This is an optimization exercise on Yosys and OpenROAD, whose aim is small area, a short achievable clock period and few clock cycles, not a production implementation.
At most, simulation tests tie the RTL to the original design; equivalence was not proved.
No driver is modelled on the clock port, so clocking that relies on it looks cheaper here than on a real chip.
No activity file was given, so power comes from the tool's default toggle rates.

==> inputs of trial 89 <==
## cpu
module cpu #(
	parameter cpu_pkg::word_t reset_pc = 32'h0000_0000
) (
	input logic clock,
	input logic reset,
	output cpu_pkg::word_t instr_addr,
	input cpu_pkg::word_t instr_data,
	output cpu_pkg::word_t data_addr,
	output cpu_pkg::word_t data_wdata,
	output logic data_wen,
	output logic data_ren,
	input cpu_pkg::word_t data_rdata
);
	cpu_pkg::word_t pc;
	logic x_valid;
	logic x_ld;
	logic x_st;
	logic x_br;
	logic x_wr;       
	logic x_pred;     
	logic x_sub;
	cpu_pkg::alu_fn_e x_fn;
	cpu_pkg::reg_addr_t x_rd;
	cpu_pkg::word_t x_a;   
	cpu_pkg::word_t x_b;   
	cpu_pkg::word_t x_c;   
	cpu_pkg::word_t rf [1:31];
	cpu_pkg::word_t b_eff;
	cpu_pkg::word_t sum;
	logic lt;
	cpu_pkg::word_t alu;
	cpu_pkg::word_t result;
	logic eq;
	logic mispredict;
	assign b_eff = x_b ^ {32{x_sub}};
	assign sum = x_a + b_eff + {31'b0, x_sub};
	assign lt = (x_a[31] != x_b[31]) ? x_a[31] : sum[31];
	always_comb begin
		case (x_fn)
			cpu_pkg::fn_slt: alu = {31'b0, lt};
			cpu_pkg::fn_xor: alu = x_a ^ x_b;
			cpu_pkg::fn_or: alu = x_a | x_b;
			cpu_pkg::fn_and: alu = x_a & x_b;
			default: alu = sum;
		endcase
	end
	assign result = x_ld ? data_rdata : alu;
	assign eq = x_a == x_b;
	assign mispredict = x_valid && x_br && (eq != x_pred);
	assign data_addr = sum;
	assign data_wdata = x_c;
	assign data_ren = x_valid && x_ld;
	assign data_wen = x_valid && x_st;
	always_ff @(posedge clock) begin
		if (x_valid && x_wr) begin
			rf[x_rd] <= result;
		end
	end
	cpu_pkg::word_t ins;
	logic [6:0] opc;
	cpu_pkg::reg_addr_t rs1;
	cpu_pkg::reg_addr_t rs2;
	cpu_pkg::reg_addr_t rd;
	logic is_op;
	logic is_opi;
	logic is_ld;
	logic is_st;
	logic is_br;
	logic is_jal;
	logic pred;
	cpu_pkg::word_t imm_i;
	cpu_pkg::word_t imm_s;
	cpu_pkg::word_t imm_b;
	cpu_pkg::word_t imm_j;
	cpu_pkg::word_t pc4;
	cpu_pkg::word_t target;
	cpu_pkg::word_t rf_a;
	cpu_pkg::word_t rf_b;
	logic fwd_a;
	logic fwd_b;
	cpu_pkg::word_t rs1_val;
  ...
==> module cpu, before the edit <==
module cpu #(
	parameter cpu_pkg::word_t reset_pc = 32'h0000_0000
) (
	input logic clock,
	input logic reset,
	output cpu_pkg::word_t instr_addr,
	input cpu_pkg::word_t instr_data,
	output cpu_pkg::word_t data_addr,
	output cpu_pkg::word_t data_wdata,
	output logic data_wen,
	output logic data_ren,
	input cpu_pkg::word_t data_rdata
);
	cpu_pkg::word_t pc;
	logic x_valid;
	logic x_ld;
	logic x_st;
	logic x_br;
	logic x_wr;       
	logic x_pred;     
	logic x_sub;
	cpu_pkg::alu_fn_e x_fn;
	cpu_pkg::reg_addr_t x_rd;
	cpu_pkg::word_t x_a;   
	cpu_pkg::word_t x_b;   
	cpu_pkg::word_t x_c;   
	cpu_pkg::word_t rf [1:31];
	cpu_pkg::word_t b_eff;
	cpu_pkg::word_t sum;
	logic lt;
	cpu_pkg::word_t alu;
	cpu_pkg::word_t result;
	logic eq;
	logic mispredict;
	assign b_eff = x_b ^ {32{x_sub}};
	assign sum = x_a + b_eff + {31'b0, x_sub};
	assign lt = (x_a[31] != x_b[31]) ? x_a[31] : sum[31];
	always_comb begin
		case (x_fn)
			cpu_pkg::fn_slt: alu = {31'b0, lt};
			cpu_pkg::fn_xor: alu = x_a ^ x_b;
			cpu_pkg::fn_or: alu = x_a | x_b;
			cpu_pkg::fn_and: alu = x_a & x_b;
			default: alu = sum;
		endcase
	end
	assign result = x_ld ? data_rdata : alu;
	assign eq = x_a == x_b;
	assign mispredict = x_valid && x_br && (eq != x_pred);
	assign data_addr = sum;
	assign data_wdata = x_c;
	assign data_ren = x_valid && x_ld;
	assign data_wen = x_valid && x_st;
	always_ff @(posedge clock) begin
		if (x_valid && x_wr) begin
			rf[x_rd] <= result;
		end
	end
	cpu_pkg::word_t ins;
	logic [6:0] opc;
	cpu_pkg::reg_addr_t rs1;
	cpu_pkg::reg_addr_t rs2;
	cpu_pkg::reg_addr_t rd;
	logic is_op;
	logic is_opi;
	logic is_ld;
	logic is_st;
	logic is_br;
	logic is_jal;
	logic pred;
	cpu_pkg::word_t imm_i;
	cpu_pkg::word_t imm_s;
	cpu_pkg::word_t imm_b;
	cpu_pkg::word_t imm_j;
	cpu_pkg::word_t pc4;
	cpu_pkg::word_t target;
	cpu_pkg::word_t rf_a;
	cpu_pkg::word_t rf_b;
	logic fwd_a;
	logic fwd_b;
	cpu_pkg::word_t rs1_val;
	cpu_pkg::word_t rs2_val;
	cpu_pkg::word_t pc_next;
	logic wr;
	logic sub;
	cpu_pkg::alu_fn_e fn;
	assign ins = instr_data;
	assign instr_addr = pc;
	assign opc = ins[6:0];
	assign rs1 = ins[19:15];
	assign rs2 = ins[24:20];
	assign rd = ins[11:7];
	assign is_op = opc == cpu_pkg::opc_op;
	assign is_opi = opc == cpu_pkg::opc_op_imm;
	assign is_ld = opc == cpu_pkg::opc_load;
	assign is_st = opc == cpu_pkg::opc_store;
	assign is_br = opc == cpu_pkg::opc_branch;
	assign is_jal = opc == cpu_pkg::opc_jal;
	assign imm_i = {{20{ins[31]}}, ins[31:20]};
	assign imm_s = {{20{ins[31]}}, ins[31:25], ins[11:7]};
	assign imm_b = {{19{ins[31]}}, ins[31], ins[7], ins[30:25], ins[11:8], 1'b0};
	assign imm_j = {{11{ins[31]}}, ins[31], ins[19:12], ins[20], ins[30:21], 1'b0};
	assign pred = ins[31] || rs1 == rs2;
	assign pc4 = pc + 32'd4;
	assign target = pc + (is_jal ? imm_j : imm_b);
	always_comb begin
		if (mispredict) begin
			pc_next = x_c;
		end else if (is_jal || (is_br && pred)) begin
			pc_next = target;
		end else begin
			pc_next = pc4;
		end
	end
	assign rf_a = (rs1 == '0) ? '0 : rf[rs1];
	assign rf_b = (rs2 == '0) ? '0 : rf[rs2];
	assign fwd_a = x_valid && x_wr && x_rd == rs1;
	assign fwd_b = x_valid && x_wr && x_rd == rs2;
	assign rs1_val = fwd_a ? result : rf_a;
	assign rs2_val = fwd_b ? result : rf_b;
	assign wr = (is_op || is_opi || is_ld || is_jal) && rd != '0;
	assign sub = is_op && ((ins[14:12] == 3'b000 && ins[30]) || ins[14:12] == 3'b010);
	always_comb begin
		fn = cpu_pkg::fn_add;
		if (is_op) begin
			case (ins[14:12])
				3'b010: fn = cpu_pkg::fn_slt;
				3'b100: fn = cpu_pkg::fn_xor;
				3'b110: fn = cpu_pkg::fn_or;
				3'b111: fn = cpu_pkg::fn_and;
				default: fn = cpu_pkg::fn_add;
			endcase
		end
	end
	always_ff @(posedge clock or negedge reset) begin
		if (!reset) begin
			pc <= reset_pc;
			x_valid <= 1'b0;
		end else begin
			pc <= pc_next;
			x_valid <= !mispredict;
		end
	end
	always_ff @(posedge clock) begin
		x_ld <= is_ld;
		x_st <= is_st;
		x_br <= is_br;
		x_wr <= wr;
		x_pred <= pred;
		x_sub <= sub;
		x_fn <= fn;
		x_rd <= rd;
		x_a <= is_jal ? '0 : rs1_val;
		x_b <= (is_op || is_br) ? rs2_val : (is_jal ? pc4 : (is_st ? imm_s : imm_i));
		x_c <= is_st ? rs2_val : (pred ? pc4 : target);
	end
endmodule
clock: 7.0 ns
lec_check: 0
cap_margin: 20
core_margin: 2
core_utilization: 40
place_density: 0.6
slew_margin: 20
run.sh (not shown) runs the stock make flow with config.mk's settings and CLKGATE_MAP_FILE= SYNTH_SCRIPT=/design/flow/synth_recipe.tcl, a recipe that flattens the netlist after the stock synthesis.
==> trial 81: changes against trial 89 <==
--- a/flow/design.v
+++ b/flow/design.v
@@ -33,2 +33,21 @@
 );
+	function automatic cpu_pkg::word_t add32(input cpu_pkg::word_t a, input cpu_pkg::word_t b,
+		input logic cin);
+		logic [31:0] g;
+		logic [31:0] p;
+		logic [31:0] gg;
+		logic [31:0] pp;
+		g = a & b;
+		p = a ^ b;
+		gg = g;
+		pp = p;
+		gg[0] = g[0] | (p[0] & cin);
+		for (int d = 1; d < 32; d = d * 2) begin
+			for (int i = 31; i >= d; i--) begin
+				gg[i] = gg[i] | (pp[i] & gg[i - d]);
+				pp[i] = pp[i] & pp[i - d];
+			end
+		end
+		add32 = p ^ {gg[30:0], cin};
+	endfunction
 	cpu_pkg::word_t pc;
@@ -46,4 +65,21 @@
 	cpu_pkg::word_t x_c;   
+	logic m_ren;
+	logic m_wen;
+	logic m_wr;
+	logic m_ld;
+	cpu_pkg::reg_addr_t m_rd;
+	cpu_pkg::word_t m_res;
+	cpu_pkg::word_t m_wdata;
 	cpu_pkg::word_t rf [1:31];
-	cpu_pkg::word_t b_eff;
+	cpu_pkg::word_t m_val;
+	assign data_addr = m_res;
+	assign data_wdata = m_wdata;
+	assign data_ren = m_ren;
+	assign data_wen = m_wen;
+	assign m_val = m_ld ? data_rdata : m_res;
+	always_ff @(posedge clock) begin
+		if (m_wr) begin
+			rf[m_rd] <= m_val;
+		end
+	end
 	cpu_pkg::word_t sum;
@@ -51,8 +87,6 @@
 	cpu_pkg::word_t alu;
-	cpu_pkg::word_t result;
 	logic eq;
 	logic mispredict;
-	assign b_eff = x_b ^ {32{x_sub}};
-	assign sum = x_a + b_eff + {31'b0, x_sub};
-	assign lt = (x_a[31] != x_b[31]) ? x_a[31] : sum[31];
+	assign sum = add32(x_a, x_b, x_sub);
+	assign lt = (x_a[31] == x_b[31]) ? x_a[31] : sum[31];
 	always_comb begin
@@ -66,13 +100,20 @@
 	end
-	assign result = x_ld ? data_rdata : alu;
 	assign eq = x_a == x_b;
 	assign mispredict = x_valid && x_br && (eq != x_pred);
-	assign data_addr = sum;
-	assign data_wdata = x_c;
-	assign data_ren = x_valid && x_ld;
-	assign data_wen = x_valid && x_st;
+	always_ff @(posedge clock or negedge reset) begin
+		if (!reset) begin
+			m_ren <= 1'b0;
+			m_wen <= 1'b0;
+			m_wr <= 1'b0;
+		end else begin
+			m_ren <= x_valid && x_ld;
+			m_wen <= x_valid && x_st;
+			m_wr <= x_valid && x_wr;
+		end
+	end
 	always_ff @(posedge clock) begin
-		if (x_valid && x_wr) begin
-			rf[x_rd] <= result;
-		end
+		m_ld <= x_ld;
+		m_rd <= x_rd;
+		m_res <= alu;
+		m_wdata <= x_c;
 	end
@@ -89,3 +130,6 @@
 	logic is_jal;
+	logic uses_rs1;
+	logic uses_rs2;
 	logic pred;
+	logic stall;
 	cpu_pkg::word_t imm_i;
@@ -98,4 +142,6 @@
 	cpu_pkg::word_t rf_b;
-	logic fwd_a;
-	logic fwd_b;
+	logic fwd_xa;
+	logic fwd_xb;
+	logic fwd_ma;
+	logic fwd_mb;
 	cpu_pkg::word_t rs1_val;
@@ -118,2 +164,4 @@
 	assign is_jal = opc == cpu_pkg::opc_jal;
+	assign uses_rs1 = is_op || is_opi || is_ld || is_st || is_br;
+	assign uses_rs2 = is_op || is_st || is_br;
 	assign imm_i = {{20{ins[31]}}, ins[31:20]};
@@ -124,3 +172,5 @@
 	assign pc4 = pc + 32'd4;
-	assign target = pc + (is_jal ? imm_j : imm_b);
+	assign target = add32(pc, ins[3] ? imm_j : imm_b, 1'b0);
+	assign stall = x_valid && x_ld && x_wr &&
+		((uses_rs1 && x_rd == rs1) || (uses_rs2 && x_rd == rs2));
 	always_comb begin
@@ -128,2 +178,4 @@
 			pc_next = x_c;
+		end else if (stall) begin
+			pc_next = pc;
 		end else if (is_jal || (is_br && pred)) begin
@@ -136,6 +188,8 @@
 	assign rf_b = (rs2 == '0) ? '0 : rf[rs2];
-	assign fwd_a = x_valid && x_wr && x_rd == rs1;
-	assign fwd_b = x_valid && x_wr && x_rd == rs2;
-	assign rs1_val = fwd_a ? result : rf_a;
-	assign rs2_val = fwd_b ? result : rf_b;
+	assign fwd_xa = x_valid && x_wr && x_rd == rs1;
+	assign fwd_xb = x_valid && x_wr && x_rd == rs2;
+	assign fwd_ma = m_wr && m_rd == rs1;
+	assign fwd_mb = m_wr && m_rd == rs2;
+	assign rs1_val = fwd_ma ? m_val : rf_a;
+	assign rs2_val = fwd_mb ? m_val : rf_b;
 	assign wr = (is_op || is_opi || is_ld || is_jal) && rd != '0;
@@ -160,3 +214,3 @@
 			pc <= pc_next;
-			x_valid <= !mispredict;
+			x_valid <= !mispredict && !stall;
 		end
@@ -172,5 +226,17 @@
 		x_rd <= rd;
-		x_a <= is_jal ? '0 : rs1_val;
-		x_b <= (is_op || is_br) ? rs2_val : (is_jal ? pc4 : (is_st ? imm_s : imm_i));
-		x_c <= is_st ? rs2_val : (pred ? pc4 : target);
+		if (fwd_xa && !is_jal) begin
+			x_a <= alu;
+		end else begin
+			x_a <= is_jal ? '0 : rs1_val;
+		end
+		if (fwd_xb && (is_op || is_br)) begin
+			x_b <= alu ^ {32{sub}};
+		end else begin
+			x_b <= (is_op || is_br) ? (rs2_val ^ {32{sub}}) : (is_jal ? pc4 : (is_st ? imm_s : imm_i));
+		end
+		if (fwd_xb && is_st) begin
+			x_c <= alu;
+		end else begin
+			x_c <= is_st ? rs2_val : (pred ? pc4 : target);
+		end
 	end
==> flow/flow/run.sh (new file) <==
#!/bin/bash
# The standard layout (the standard.sh, all ORFS steps through finish),
# with two changes:
#  - the buffers that buffer_ports puts on every input and output port are
#    buf_4 cells instead of the delay cell it picks on its own;
#  - clock tree synthesis adds no dummy loads (the ORFS arguments otherwise).
# ORFS writes each step's log under orfs/logs/; make's own output goes to
# flow_make.log here.
set -euo pipefail
bash standard.sh 'BUFFER_PORTS_ARGS=-buffer_cell sky130_fd_sc_hd__buf_4' \
	'CTS_ARGS=-sink_clustering_enable -repair_clock_nets -dont_use_dummy_load -buf_list {sky130_fd_sc_hd__clkbuf_4 sky130_fd_sc_hd__clkbuf_8}' \
	finish > flow_make.log 2>&1
==> flow/standard.sh (new file) <==
#!/bin/bash
# synth_recipe.tcl (not shown) runs the flow's synth.tcl, then flattens the netlist and writes it again
# the make line also repeats each setting of config.mk as NAME=value (left out here)
make -C /OpenROAD-flow-scripts/flow DESIGN_CONFIG=/design/flow/config.mk WORK_HOME=/design/flow/orfs CLKGATE_MAP_FILE= SYNTH_SCRIPT=/design/flow/synth_recipe.tcl "${@:-finish}"
--- a/flow/config.mk
+++ b/flow/config.mk
@@ -7,6 +7,13 @@
 export LEC_CHECK = 0
+export ABC_AREA = 1
+export ABC_CLOCK_PERIOD_IN_PS = 3000
 export CAP_MARGIN = 20
+export CELL_PAD_IN_SITES_DETAIL_PLACEMENT = 1
+export CELL_PAD_IN_SITES_GLOBAL_PLACEMENT = 2
 export CORE_MARGIN = 2
-export CORE_UTILIZATION = 40
-export PLACE_DENSITY = 0.6
+export CORE_UTILIZATION = 45
+export CTS_BUF_LIST = sky130_fd_sc_hd__clkbuf_4 sky130_fd_sc_hd__clkbuf_8
+export PLACE_DENSITY = 0.55
+export SETUP_SLACK_MARGIN = 4.0
 export SLEW_MARGIN = 20
+export TNS_END_PERCENT = 10
removed: flow/run.sh
==> trial 64: changes against trial 89 <==
--- a/flow/design.v
+++ b/flow/design.v
@@ -33,2 +33,21 @@
 );
+	function automatic cpu_pkg::word_t add32(input cpu_pkg::word_t a, input cpu_pkg::word_t b,
+		input logic cin);
+		logic [31:0] g;
+		logic [31:0] p;
+		logic [31:0] gg;
+		logic [31:0] pp;
+		g = a & b;
+		p = a ^ b;
+		gg = g;
+		pp = p;
+		gg[0] = g[0] | (p[0] & cin);
+		for (int d = 1; d < 32; d = d * 2) begin
+			for (int i = 31; i >= d; i--) begin
+				gg[i] = gg[i] | (pp[i] & gg[i - d]);
+				pp[i] = pp[i] & pp[i - d];
+			end
+		end
+		add32 = p ^ {gg[30:0], cin};
+	endfunction
 	cpu_pkg::word_t pc;
@@ -46,4 +65,21 @@
 	cpu_pkg::word_t x_c;   
+	logic m_ren;
+	logic m_wen;
+	logic m_wr;
+	logic m_ld;
+	cpu_pkg::reg_addr_t m_rd;
+	cpu_pkg::word_t m_res;
+	cpu_pkg::word_t m_wdata;
 	cpu_pkg::word_t rf [1:31];
-	cpu_pkg::word_t b_eff;
+	cpu_pkg::word_t m_val;
+	assign data_addr = m_res;
+	assign data_wdata = m_wdata;
+	assign data_ren = m_ren;
+	assign data_wen = m_wen;
+	assign m_val = m_ld ? data_rdata : m_res;
+	always_ff @(posedge clock) begin
+		if (m_wr) begin
+			rf[m_rd] <= m_val;
+		end
+	end
 	cpu_pkg::word_t sum;
@@ -51,8 +87,6 @@
 	cpu_pkg::word_t alu;
-	cpu_pkg::word_t result;
 	logic eq;
 	logic mispredict;
-	assign b_eff = x_b ^ {32{x_sub}};
-	assign sum = x_a + b_eff + {31'b0, x_sub};
-	assign lt = (x_a[31] != x_b[31]) ? x_a[31] : sum[31];
+	assign sum = add32(x_a, x_b, x_sub);
+	assign lt = (x_a[31] == x_b[31]) ? x_a[31] : sum[31];
 	always_comb begin
@@ -66,13 +100,20 @@
 	end
-	assign result = x_ld ? data_rdata : alu;
 	assign eq = x_a == x_b;
 	assign mispredict = x_valid && x_br && (eq != x_pred);
-	assign data_addr = sum;
-	assign data_wdata = x_c;
-	assign data_ren = x_valid && x_ld;
-	assign data_wen = x_valid && x_st;
+	always_ff @(posedge clock or negedge reset) begin
+		if (!reset) begin
+			m_ren <= 1'b0;
+			m_wen <= 1'b0;
+			m_wr <= 1'b0;
+		end else begin
+			m_ren <= x_valid && x_ld;
+			m_wen <= x_valid && x_st;
+			m_wr <= x_valid && x_wr;
+		end
+	end
 	always_ff @(posedge clock) begin
-		if (x_valid && x_wr) begin
-			rf[x_rd] <= result;
-		end
+		m_ld <= x_ld;
+		m_rd <= x_rd;
+		m_res <= alu;
+		m_wdata <= x_c;
 	end
@@ -89,3 +130,6 @@
 	logic is_jal;
+	logic uses_rs1;
+	logic uses_rs2;
 	logic pred;
+	logic stall;
 	cpu_pkg::word_t imm_i;
@@ -98,4 +142,6 @@
 	cpu_pkg::word_t rf_b;
-	logic fwd_a;
-	logic fwd_b;
+	logic fwd_xa;
+	logic fwd_xb;
+	logic fwd_ma;
+	logic fwd_mb;
 	cpu_pkg::word_t rs1_val;
@@ -118,2 +164,4 @@
 	assign is_jal = opc == cpu_pkg::opc_jal;
+	assign uses_rs1 = is_op || is_opi || is_ld || is_st || is_br;
+	assign uses_rs2 = is_op || is_st || is_br;
 	assign imm_i = {{20{ins[31]}}, ins[31:20]};
@@ -124,3 +172,5 @@
 	assign pc4 = pc + 32'd4;
-	assign target = pc + (is_jal ? imm_j : imm_b);
+	assign target = add32(pc, ins[3] ? imm_j : imm_b, 1'b0);
+	assign stall = x_valid && x_ld && x_wr &&
+		((uses_rs1 && x_rd == rs1) || (uses_rs2 && x_rd == rs2));
 	always_comb begin
@@ -128,2 +178,4 @@
 			pc_next = x_c;
+		end else if (stall) begin
+			pc_next = pc;
 		end else if (is_jal || (is_br && pred)) begin
@@ -136,6 +188,8 @@
 	assign rf_b = (rs2 == '0) ? '0 : rf[rs2];
-	assign fwd_a = x_valid && x_wr && x_rd == rs1;
-	assign fwd_b = x_valid && x_wr && x_rd == rs2;
-	assign rs1_val = fwd_a ? result : rf_a;
-	assign rs2_val = fwd_b ? result : rf_b;
+	assign fwd_xa = x_valid && x_wr && x_rd == rs1;
+	assign fwd_xb = x_valid && x_wr && x_rd == rs2;
+	assign fwd_ma = m_wr && m_rd == rs1;
+	assign fwd_mb = m_wr && m_rd == rs2;
+	assign rs1_val = fwd_ma ? m_val : rf_a;
+	assign rs2_val = fwd_mb ? m_val : rf_b;
 	assign wr = (is_op || is_opi || is_ld || is_jal) && rd != '0;
@@ -160,3 +214,3 @@
 			pc <= pc_next;
-			x_valid <= !mispredict;
+			x_valid <= !mispredict && !stall;
 		end
@@ -172,5 +226,17 @@
 		x_rd <= rd;
-		x_a <= is_jal ? '0 : rs1_val;
-		x_b <= (is_op || is_br) ? rs2_val : (is_jal ? pc4 : (is_st ? imm_s : imm_i));
-		x_c <= is_st ? rs2_val : (pred ? pc4 : target);
+		if (fwd_xa && !is_jal) begin
+			x_a <= alu;
+		end else begin
+			x_a <= is_jal ? '0 : rs1_val;
+		end
+		if (fwd_xb && (is_op || is_br)) begin
+			x_b <= alu ^ {32{sub}};
+		end else begin
+			x_b <= (is_op || is_br) ? (rs2_val ^ {32{sub}}) : (is_jal ? pc4 : (is_st ? imm_s : imm_i));
+		end
+		if (fwd_xb && is_st) begin
+			x_c <= alu;
+		end else begin
+			x_c <= is_st ? rs2_val : (pred ? pc4 : target);
+		end
 	end
==> flow/flow/run.sh (new file) <==
#!/bin/bash
# The standard layout (the standard.sh, all ORFS steps through finish),
# with three changes:
#  - the buffers that buffer_ports puts on every input and output port are
#    buf_4 cells instead of the delay cell it picks on its own;
#  - resizing may swap a cell for one of another footprint (same function);
#  - the CTS step ends with one more setup repair pass (flow/extra_cts.tcl).
# ORFS writes each step's log under orfs/logs/; make's own output goes to
# flow_make.log here.
set -euo pipefail
bash standard.sh 'BUFFER_PORTS_ARGS=-buffer_cell sky130_fd_sc_hd__buf_4' \
	'MATCH_CELL_FOOTPRINT=0' "POST_CTS_TCL=$PWD/flow/extra_cts.tcl" finish > flow_make.log 2>&1
==> flow/flow/extra_cts.tcl (new file) <==
# Runs at the end of ORFS's CTS step (POST_CTS_TCL), after its own setup
# repair and legalization: one more setup repair pass on the placement
# parasitics, over every violating endpoint, then legalize again.
log_cmd estimate_parasitics -placement
log_cmd repair_timing -setup -setup_margin 4.0 -repair_tns 100 -verbose
log_cmd detailed_placement
check_placement -verbose
report_worst_slack -max
==> flow/standard.sh (new file) <==
#!/bin/bash
# synth_recipe.tcl (not shown) runs the flow's synth.tcl, then flattens the netlist and writes it again
# the make line also repeats each setting of config.mk as NAME=value (left out here)
make -C /OpenROAD-flow-scripts/flow DESIGN_CONFIG=/design/flow/config.mk WORK_HOME=/design/flow/orfs CLKGATE_MAP_FILE= SYNTH_SCRIPT=/design/flow/synth_recipe.tcl "${@:-finish}"
--- a/flow/config.mk
+++ b/flow/config.mk
@@ -7,6 +7,12 @@
 export LEC_CHECK = 0
+export ABC_CLOCK_PERIOD_IN_PS = 3000
 export CAP_MARGIN = 20
+export CELL_PAD_IN_SITES_DETAIL_PLACEMENT = 1
+export CELL_PAD_IN_SITES_GLOBAL_PLACEMENT = 2
 export CORE_MARGIN = 2
-export CORE_UTILIZATION = 40
-export PLACE_DENSITY = 0.6
+export CORE_UTILIZATION = 35
+export CTS_BUF_LIST = sky130_fd_sc_hd__clkbuf_4 sky130_fd_sc_hd__clkbuf_8
+export PLACE_DENSITY = 0.5
+export SETUP_SLACK_MARGIN = 3.6
 export SLEW_MARGIN = 20
+export TNS_END_PERCENT = 10
removed: flow/run.sh
==> run notes <==
- Power: trial 81 is larger than trial 89 (about 5.3%).
- The lowest wire length belongs to trial 89, the highest to trial 81.
- First-iteration DRC count, highest first: trial 81, trial 89, trial 64.
- Via count, lowest first: trial 89, trial 64, trial 81.
- Clock skew, lowest first: trial 89, trial 64, trial 81.
- Final cell count, lowest first: trial 89, trial 64, trial 81.
- In trial 89 the non-clock buffer count is lower than in trial 64, by 217.
- Sequential share of layout area: trial 89 is higher than trial 81 (2.4 points).
- The lowest global-route usage belongs to trial 89, the highest to trial 81.
- Critical path depth is the same in trial 64 and trial 81.
Testbench counts of trial 81, summed over its fixed seeds: cycles 142,315.
Testbench counts of trial 64, summed over its fixed seeds: cycles 142,315.
Only the layout flow was run in trial 89; the RTL was not checked for function there.

## port drivers added, routing unchanged
The results above use ideal ports. As a check the final layouts listed here were re-extracted and re-timed, cells and wires unchanged.
Step 1: set_driving_cell puts a clkbuf_16 on clock and a buf_2 on each other input, an assumption about the parent block.
Step 2 adds t to the input delays and takes it off the output delays; t is the mean of the earliest and latest rising clock arrival at the registers after step 1. Input paths then give back, and output paths get back, about the clock's delay inside the block.
Slacks: no drivers / after step 1 / after step 2; pairs: no drivers / after step 1.
run | shift t [ns] | setup slack, ns | hold slack, ns | worst register clock-pin slew, ns
trial 89 | 0.822 | 0.833 / 0.750 / 1.051 | 0.454 / 0.454 / 0.454 | 0.08 / 0.08
trial 81 | 0.994 | 3.849 / 3.804 / 2.811 | 0.351 / 0.351 / 0.351 | 0.07 / 0.07
trial 64 | 1.047 | 3.495 / 3.359 / 2.312 | 0.361 / 0.361 / 0.361 | 0.07 / 0.07
After both steps setup and hold are still met in every run listed. The setup slack of trial 64, which loses most, moves by -0.136 ns with the drivers and by -1.183 ns with both steps.
